What follows belongs to an exercise in optimizing a design on an open flow for small area; a production flow would make more cautious choices. Where RTL was checked, it was by simulation tests only, not by an equivalence proof against the original. Power figures rest on the tool's default switching activity, not on a simulated workload.

## the reference run
## tetris_core
module tetris_core (
	input  logic                    clk,
	input  logic                    reset,
	input  logic                    tick,
	input  logic                    start,
	input  logic                    left,
	input  logic                    right,
	input  logic                    rotate,
	input  logic                    down,
	input  logic [2:0]              next_kind,
	input  logic [5-1:0]       row_sel,
	output logic [10-1:0]  row_bits,
	output logic                    playing,
	output logic                    game_over,
	output logic [10-1:0]     lines,
	output logic [6-1:0]     level
);
	logic [10-1:0] ring [20];
	logic [4:0] ph;
	logic [4:0] ph_next;
	logic [10-1:0] cur_row;    
	logic [10-1:0] next_row;   
	logic [10-1:0] wr_row;
	logic [5:0] diff;
	logic [4:0] idx;
	logic [20-1:0] sel;
	logic [20*10-1:0] flat;
	assign cur_row = ring[0];
	assign next_row = ring[1];
	always_ff @(posedge clk) begin
		for (int q = 0; q < 20 - 1; q++) begin
			ring[q] <= ring[q + 1];
		end
		ring[20 - 1] <= wr_row;
	end
	assign ph_next = (ph == 5'd19) ? 5'd0 : ph + 1'b1;
  ...
==> flow/config.mk <==
export PLATFORM = sky130hd
export DESIGN_NAME = tetris_core
export DESIGN_NICKNAME = tetris_core
export VERILOG_FILES = /design/flow/design.v
export SDC_FILE = /design/flow/constraint.sdc
export NUM_CORES = 4
export LEC_CHECK = 0
export CAP_MARGIN = 20
export CORE_MARGIN = 2
export CORE_UTILIZATION = 60
export PLACE_DENSITY = 0.7
export SLEW_MARGIN = 20
export SYNTH_HIERARCHICAL = 1
==> flow/constraint.sdc <==
create_clock -name core_clock -period 10.0 [get_ports {clk}]
set_input_delay 2.0000 -clock core_clock [delete_from_list [all_inputs] [get_ports {clk}]]
set_output_delay 2.0000 -clock core_clock [all_outputs]
set_load 0.01 [all_outputs]
standard.sh (not shown) runs the stock make flow with config.mk's settings and CLKGATE_MAP_FILE= SYNTH_SCRIPT=/design/flow/synth_recipe.tcl, a recipe that flattens the netlist after the stock synthesis.
==> flow/flow/run.sh <==
#!/bin/bash
# The standard layout (standard.sh) with two changes:
#  - each port gets the smallest buffer, buf_1, as its port buffer
#  - clock tree synthesis inserts no dummy loads
# The full output of the flow goes to standard.log in the work folder.
cd "$(dirname "$0")/.."
export BUFFER_PORTS_ARGS="-buffer_cell sky130_fd_sc_hd__buf_1"
export CTS_ARGS="-sink_clustering_enable -repair_clock_nets -sink_clustering_size 16 -sink_clustering_max_diameter 80 -buf_list sky130_fd_sc_hd__clkbuf_8 -dont_use_dummy_load"
bash standard.sh > standard.log 2>&1
### the reference run -> the trial run
--- a/flow/design.v
+++ b/flow/design.v
@@ -83,19 +83,17 @@
 	logic [3:0] far_cw, far_ccw;
 	logic rot_req;
 	logic rot_go;
 	logic sh_go;
 	logic sh_left;
 	logic dn_go;
 	logic sp_go;           
 	logic acc;             
-	logic full_seen;       
-	logic del_pass;        
-	logic del_now;
+	logic [2:0] cnt;       
 	logic first;           
 	logic dly;             
 	logic [10-1:0] hold;
 	logic rotate_d;
 	logic rot_latch;
 	logic rot_edge;
 	logic [3:0] grav;      
 	logic grav_due;
@@ -140,18 +138,17 @@
 			shp_mask[c] = 1'b0;
 			for (int k = 0; k < 5; k++) if (c + 2 - k >= 0 && c + 2 - k < 16) shp_mask[c] |= shp_prow[k] & pc_oh[c + 2 - k];
 		end
 	end
 	assign pmask = shp_mask[11:2];
 	assign run = (state == ST_WIPE || state == ST_TEST || state == ST_LOCK) && (act || ph == 5'd0);
 	assign last = run && ph == 5'd19;
 	assign v = cur_row | (first ? pmask : '0);
-	assign entry = run && state == ST_LOCK && full_seen && ph == 5'd0;
-	assign del_now = (ph == 5'd0) ? full_seen : del_pass;
+	assign entry = run && state == ST_LOCK && cnt != 3'd0 && ph == 5'd0;
 	always_comb begin
 		if ((run && state == ST_WIPE) || entry) wr_row = '0;
 		else if (dly) wr_row = hold;
 		else wr_row = v;
 	end
 	assign off_rows = (|shp_prow) && (
 		(ph == 5'd19 && (rel_q == 5'd18 || rel_q == 5'd19)) || (ph == 5'd18 && rel_q == 5'd18) ||
 		(ph == 5'd0 && (rel_q == 5'd1 || rel_q == 5'd2)) || (ph == 5'd1 && rel_q == 5'd2));
@@ -236,17 +233,17 @@
 						state <= ST_TEST;
 					end
 				end
 				ST_TEST: begin
 					if (!rot_go && !sh_go && !dn_go && !sp_go) begin
 						state <= ST_READY;
 					end else if (run) begin
 						if (!rot_go && !sh_go && !sp_go) begin
-							full_seen <= (ph != 5'd0 && full_seen) || &(cur_row | pmask);
+							cnt <= ((ph == 5'd0) ? 3'd0 : cnt) + {2'b0, &(cur_row | pmask)};
 						end
 						if (last) begin
 							if (rot_go) begin
 								rot_go <= 1'b0;
 								if (hit_all) begin
 									nb_q <= nb_ccw;
 									far_q <= far_ccw;
 								end
@@ -269,25 +266,25 @@
 								end
 							end
 						end
 					end
 				end
 				ST_LOCK: begin
 					if (run) begin
 						dly <= (entry || dly) && !(&v);
-						del_pass <= del_now;
-						full_seen <= (ph != 5'd0 && full_seen) || (del_now && !entry && !dly && (&v));
 					end
 					if (entry) begin
 						lines <= lines + 1'b1;
 					end
 					if (last) begin
 						first <= 1'b0;
-						if (!(full_seen || (del_now && !dly && (&v)))) begin
+						if (cnt > 3'd1) begin
+							cnt <= cnt - 1'b1;
+						end else begin
 							nb_q <= sp_nb;
 							far_q <= sp_i ? 4'b0100 : 4'b0000;
 							rel_q <= sp_i ? ph_next : ph;
 							pcx_q <= sp_i ? 4'd7 : 4'd6;
 							grav <= level[3:0];
 							if (first) begin
 								sp_go <= 1'b1;
 								state <= ST_TEST;
### Flow results
Taking the reference run as the reference, in the trial run met3 layer wire length in the routed design now smaller; power of the combinational group now smaller; final design utilization now smaller; combinational group share of total power now smaller; final-layout clock-cell area share comparable. Looking at endpoint of the most critical setup path, the row_bits[9] result is from the trial run; the row_bits[2] one comes from the reference run. The reference run → the trial run: biggest fanout along the worst timing path barely changed; share of post-route cells with drive strength above 1 dropped 0.72 points. The trial run vs the reference run — non-clock buffer area fraction after layout rose 0.30 points.
No functional check of the RTL was part of the reference run.

afterwards: timing with drivers on the ports:
Ports are ideal in the flow. The routed layouts listed here were re-timed in OpenROAD. Step 1, drivers: a clkbuf_16 drives clk and a buf_2 each remaining input, both assumed. Step 2, shift: input delay + t, output delay - t, t = (earliest + latest rising clock arrival at the registers) / 2. This alone moves slack from input paths to output paths. a / b / c = ideal / step 1 / step 2; a / b = the first two.
run | shift t [ns] | setup WS [ns] | pins driven straight from the clock port
the reference run | 0.557 | 2.169 / 2.149 / 2.149 | 1
the trial run | 0.568 | 2.178 / 2.155 / 2.155 | 1
After both steps setup and hold are still met in every run listed. For the trial run, which loses most, drivers alone change the setup slack by -0.023 ns; drivers and shift together by -0.023 ns.
